Background: an optimization exercise with open tools, aiming at a short achievable clock period and few clock cycles per item. Do not read the settings as production practice. In this exercise RTL edits were held to simulation tests only and were not proved equivalent to the original. Power figures rest on the tool's default switching activity, not on a simulated workload.

File: flow/run.sh
#!/bin/bash
# synth_recipe.tcl (not shown) runs the flow's synth.tcl, then flattens the netlist and writes it again
# the make line also repeats each setting of config.mk as NAME=value (left out here)
make -C /OpenROAD-flow-scripts/flow DESIGN_CONFIG=/design/flow/config.mk WORK_HOME=/design/flow/orfs CLKGATE_MAP_FILE= SYNTH_SCRIPT=/design/flow/synth_recipe.tcl finish
File: flow/config.mk
export PLATFORM = sky130hd
export DESIGN_NAME = dcache_ctrl
export DESIGN_NICKNAME = dcache_ctrl
export VERILOG_FILES = /design/flow/design.v
export SDC_FILE = /design/flow/constraint.sdc
export NUM_CORES = 4
export LEC_CHECK = 0
export CAP_MARGIN = 20
export CORE_MARGIN = 2
export CORE_UTILIZATION = 45
export SLEW_MARGIN = 20
File: flow/constraint.sdc
create_clock -name core_clock -period 6.0 [get_ports {clk}]
set_input_delay 1.2000 -clock core_clock [delete_from_list [all_inputs] [get_ports {clk}]]
set_output_delay 1.2000 -clock core_clock [all_outputs]
set_load 0.01 [all_outputs]
File: flow/design.v
module dcache_ctrl #(
    parameter int TAG_W = 4,
    parameter int IDX_W = 4
) (
    input  logic                   clk,
    input  logic                   reset_n,
    input  logic                   cpu_req_in,
    input  logic                   cpu_we_in,
    input  logic [11:0]            cpu_addr_in,
    input  logic [31:0]            cpu_wdata_in,
    output logic                   cpu_ready_out,
    output logic                   cpu_done_out,
    output logic [31:0]            cpu_rdata_out,
    output logic                   r_mem_req_out,
    output logic                   w_mem_req_out,
    output logic [TAG_W+IDX_W-1:0] mem_addr_out,
    output logic [1:0]             word_id_out,
    output logic                   mem_wr_en_out,
    output logic [31:0]            data_mem_wr_data_out,
    input  logic                   mem_comp_in,
    input  logic [127:0]           mem_data_in,
    output logic [15:0]            hit_cnt_out,
    output logic [15:0]            miss_cnt_out
);
    localparam int LINES = 1 << IDX_W;
    typedef enum logic [2:0] {IDLE, LOOKUP, RD_REQ, RD_WAIT, WR_REQ, WR_WAIT} state_t;
    state_t                   state_q;
    logic [LINES-1:0]         valid_q;
    logic [TAG_W-1:0]         tag_q [LINES];
    logic [127:0]             data_q [LINES];
    logic [9:0]               addr_q;
    logic [31:0]              wdata_q;
    logic                     we_q;
    logic                     done_q, r_req_q, w_req_q, wr_en_q;
    logic [31:0]              rdata_q, wr_data_q;
    logic [TAG_W+IDX_W-1:0]   mem_addr_q;
    logic [1:0]               word_id_q;
    logic [15:0]              hit_cnt_q, miss_cnt_q;
    logic [IDX_W-1:0]         idx;
    logic [TAG_W-1:0]         tag;
    logic [1:0]               word;
    logic                     hit;
    logic                     unused_byte;
    assign unused_byte = ^cpu_addr_in[1:0];
    assign word = addr_q[1:0];
    assign idx  = addr_q[2 +: IDX_W];
    assign tag  = addr_q[2+IDX_W +: TAG_W];
    assign hit  = valid_q[idx] && tag_q[idx] == tag;
    assign cpu_ready_out        = state_q == IDLE;
    assign cpu_done_out         = done_q;
    assign cpu_rdata_out        = rdata_q;
    assign r_mem_req_out        = r_req_q;
    assign w_mem_req_out        = w_req_q;
    assign mem_addr_out         = mem_addr_q;
    assign word_id_out          = word_id_q;
    assign mem_wr_en_out        = wr_en_q;
    assign data_mem_wr_data_out = wr_data_q;
    assign hit_cnt_out          = hit_cnt_q;
    assign miss_cnt_out         = miss_cnt_q;
    always_ff @(posedge clk) begin
        if (!reset_n) begin
            state_q    <= IDLE;
            valid_q    <= '0;
            done_q     <= 1'b0;
            rdata_q    <= '0;
            r_req_q    <= 1'b0;
            w_req_q    <= 1'b0;
            wr_en_q    <= 1'b0;
            mem_addr_q <= '0;
            word_id_q  <= '0;
            wr_data_q  <= '0;
            hit_cnt_q  <= '0;
            miss_cnt_q <= '0;
        end else begin
            done_q     <= 1'b0;
            rdata_q    <= '0;
            r_req_q    <= 1'b0;
            w_req_q    <= 1'b0;
            wr_en_q    <= 1'b0;
            mem_addr_q <= '0;
            word_id_q  <= '0;
            wr_data_q  <= '0;
            case (state_q)
                IDLE: if (cpu_req_in) begin
                    addr_q  <= cpu_addr_in[11:2];
                    wdata_q <= cpu_wdata_in;
                    we_q    <= cpu_we_in;
                    state_q <= LOOKUP;
                end
                LOOKUP: begin
                    hit_cnt_q  <= hit_cnt_q + 16'(hit && hit_cnt_q != 16'hFFFF);
                    miss_cnt_q <= miss_cnt_q + 16'(!hit && miss_cnt_q != 16'hFFFF);
                    if (!we_q && hit) begin
                        rdata_q <= data_q[idx][{word, 5'd0} +: 32];
                        done_q  <= 1'b1;
                        state_q <= IDLE;
                    end else if (!we_q) begin
                        r_req_q    <= 1'b1;
                        mem_addr_q <= {tag, idx};
                        state_q    <= RD_REQ;
                    end else begin
                        if (hit) data_q[idx][{word, 5'd0} +: 32] <= wdata_q;
                        w_req_q    <= 1'b1;
                        wr_en_q    <= 1'b1;
                        mem_addr_q <= {tag, idx};
                        word_id_q  <= word;
                        wr_data_q  <= wdata_q;
                        state_q    <= WR_REQ;
                    end
                end
                RD_REQ: state_q <= RD_WAIT;
                RD_WAIT: if (mem_comp_in) begin
                    data_q[idx]  <= mem_data_in;
                    tag_q[idx]   <= tag;
                    valid_q[idx] <= 1'b1;
                    rdata_q      <= mem_data_in[{word, 5'd0} +: 32];
                    done_q       <= 1'b1;
                    state_q      <= IDLE;
                end
                WR_REQ: state_q <= WR_WAIT;
                WR_WAIT: if (mem_comp_in) begin
                    done_q  <= 1'b1;
                    state_q <= IDLE;
                end
                default: state_q <= IDLE;
            endcase
        end
    end
endmodule
==> flow_summary.yaml <==
outcome:
  status: "finished clean"
floorplanning:
  die_h_um: 450
  die-area_um2: 203000
  core_um2: 197000
  ios: 288
  num_rows: 163
  fp.dieW_um: 450
  initial_utilization_pct: 45.3
timing:
  max_freq_mhz: 220
  tns_ps: 0
  fin_ws_ps: 1450
  tightest_slew_ps: 1090
  fin_crit_sh_pct: 75.9
  rsz0062_at_grt: "false"
  slew_headroom_pct: 27.0
  slew_violations: 0
  hold_viol: 0
  finClkSkew_ps: 37.9
  setup_viol: 0
  period_needed_ps: 4550
synthesis:
  synthCells: 4335
  synth_area_leaders: "edfxtp_1, mux4_2, dfxtp_1"
  synthFlopType: "edfxtp_1"
  synthArstFlopShare_pct: 0
  synth_area_leader_cell: "edfxtp_1"
  yosys_warnings: 1
  synth_top_area_share_pct: 72.3
  syn_nets: 4521
  yosysUniqueCellTypes: 51
  avgSynthCellArea_um2: 20.6
  synth-seq-area-share_pct: 75.2
  synth-edff-count: 2155
  synth-seq-cells: 2287
  netlist_area_um2: 89500
route:
  vias: 45500
  drc: 0
  first_pass_iters: 5
  drt-initial-drc-count: 5585
  postRouteAntennaNets: 0
  routed_wl_um: 247000
  viasPerCell: 6.03
  wl_per_cell_um: 32.8
cts:
  cts_made_buffers: 219
  cts_buffer_depth: 3
  root_buffer: "clkbuf_16"
  cts.clk_slew.worst_paths_ps: 60
  cts_sinks: 2287
  clk_latency_ps: 860
  cts_resized: 0
  postCtsSetupRepairBufs: 0
  htree_num_levels: 4
  cts_hold_buf: 0
  tritoncts: "built"
global_route:
  grt_max_degree: 152
  antenna_found_initial: 11
  grt_pass1_vias: 45200
  grt_pass1_wl_um: 345000
  grt_usage_pct: 24.3
  overflow: 0
cells_and_area:
  area_growth_syn_to_layout_pct: 15.5
  design_area_um2: 103000
  final_cell_mix: "edfxtp_1, mux4_2, nand2_1, clkdlybuf4s50_1, clkbuf_16"
  fin_cells: 7537
  layout_commonest_cell: "edfxtp_1"
  nets: 4884
  drive_gt1_share_pct: 23.0
  num-fill-cells: 15500
placement:
  placedCellCount: 7117
  place_area_um2: 96200
  dpl.hpwl_um: 148000
  place_congestion: 0.878
  portBuffers: 285
  post-place-ws_ps: 1300
critical_path:
  crit_fanout: 33
  cp_data_required_time_ps: 6470
  critical_path_class: "reg2reg"
  worst-r2r-cell-count: 8
  r2r_slack_ps: 1450
  cp-start-kind: "flip-flop"
  crit_arrival_ps: 5020
  endpoint_kind: "flip-flop"
  regToRegEndpoint: "data_q[2][42]"
min_path:
  min_path_type: "reg2reg"
  min_from: "valid_q[11]"
  hold_path_end: "valid_q[11]"
  hold_path_depth: 1
pwr:
  fin_total_pwr_mw: 33.9
  p_per_area_nw_per_um2: 328
  power_leakage_nw: 32.8
  ir_drop_mv: 0.258
run:
  maxCapViolations: 0
where the power goes:
part / internal [mW] / switching [mW]
clock: 7.71 / 6.02
combinational: 1.12 / 1.53
sequential: 17.4 / 0.0937
total: 26.3 / 7.64
metal layers:
layer	vias up	routed length [µm]	GRT usage [%]	part of all wire [%]
met5	-	17	0	0.0069
met4	2	9270	9.02	3.8
met3	379	19200	4.39	7.8
met2	1927	120000	39.0	49
met1	24500	98500	33.3	40
li1	18600	-	-	-
how the worst max path moves through the flow:
| stage | slack (ps) | endpoint | depth (start not counted) | from |
|---|---|---|---|---|
| after floorplan | 1510 | data_q[10][100] | 6 | reset_n |
| after global placement | 1340 | data_q[12][0] | 7 | mem_comp_in |
| after detailed placement | 1300 | data_q[12][0] | 7 | mem_comp_in |
| after CTS | 1400 | data_q[5][40] | 8 | flip-flop |
| after global routing | 1200 | hit_cnt_q[12] | 15 | flip-flop |
| final | 1450 | data_q[2][42] | 8 | flip-flop |
cell usage after synthesis (3+ instances only):
library cell / count
nand4_1: 7
buf_2: 56
nor3_1: 10
or3_1: 7
buf_1: 28
a21boi_0: 7
mux2_2: 4
o21ai_0: 12
nor2b_1: 19
a21oi_1: 79
nand2b_1: 3
and2_1: 58
nand2_1: 342
buf_4: 48
inv_1: 7
xnor2_1: 20
nor2_1: 41
clkbuf_1: 109
dfxtp_1: 132
ha_1: 9
o21ai_1: 32
buf_6: 23
xor2_1: 11
o21a_1: 10
mux2i_1: 204
nand4_4: 5
o2111ai_1: 31
edfxtp_1: 2155
a22oi_1: 94
nand3_1: 149
mux4_2: 592
and3_1: 7
cell families (layout without fill, tap and decap cells):
kind of cell,Yosys count,in the layout,synth area share [%]
compound gates,278,278,2.06
xor+xnor,31,31,0.303
fa+ha+maj,9,9,0.126
buf+inv,272,828,1.61
flops,2287,2287,75.2
mux,802,802,17.3
other cells,0,6,0
simple gates,656,656,3.39
registers in the layout, summed over array words and instances (netlist names), 2 cells and up, named ones only:
| signal | flops |
|---|---|
| tag_q | 64 |
| wr_data_q | 32 |
| rdata_q | 32 |
| data_q | 2048 |
| wdata_q | 32 |
| valid_q | 16 |
| mem_addr_q | 8 |
| word_id_q | 2 |
| hit_cnt_q | 16 |
| state_q | 3 |
| addr_q | 10 |
| miss_cnt_q | 16 |
stage by stage:
stage	hold WS (ps)	utilization, %
floorplan	435	-
global placement	442	48.7
detailed placement	454	48.7
CTS	468	52.3
global route	488	52.3
finish	467	52.3
worst max-delay path, stage by stage (launching register included):
cell and delay (ps):
dfxtp_4 790, nand2b_1 270, o22ai_1 110, a221oi_1 260
xor2_1 160, o31ai_4 760, nand4_4 730, a21oi_4 330
buf_4 630
final cells by class:
| cell class | count | area (µm²) | area share (%) |
|---|---|---|---|
| sequential | 2287 | 67400 | 65.2 |
| tap | 2640 | 3300 | 3.20 |
| clock buffer | 278 | 5780 | 5.59 |
| multi-input combinational | 1776 | 21500 | 20.8 |
| antenna | 6 | 15.0 | 0.0145 |
| timing repair buffer | 406 | 4000 | 3.87 |
| inverter | 8 | 30.0 | 0.0291 |
| clock inverter | 136 | 1340 | 1.30 |
Testbench counts, summed over its fixed seeds: cycles 64,533, requests 16,000.

[re-timing with driven ports]
The flow's constraints put no driver on any port. The routed layout listed below was extracted and timed again, unchanged, in two steps.
Step 1, drivers: a clkbuf_16 drives clk and a buf_2 each remaining input, both assumed.
Step 2, shift: input delay + t, output delay - t, t = (earliest + latest rising clock arrival at the registers) / 2. This alone moves slack from input paths to output paths.
a / b / c = ideal / step 1 / step 2; a / b = the first two.
shift t [ns]: 0.939
slack for setup (ns): 1.447 / 1.447 / 1.296
worst register clock-pin slew, ns: 0.07 / 0.07
After both steps this run still meets setup and hold. For this run, drivers alone change the setup slack by 0.000 ns; drivers and shift together by -0.151 ns.
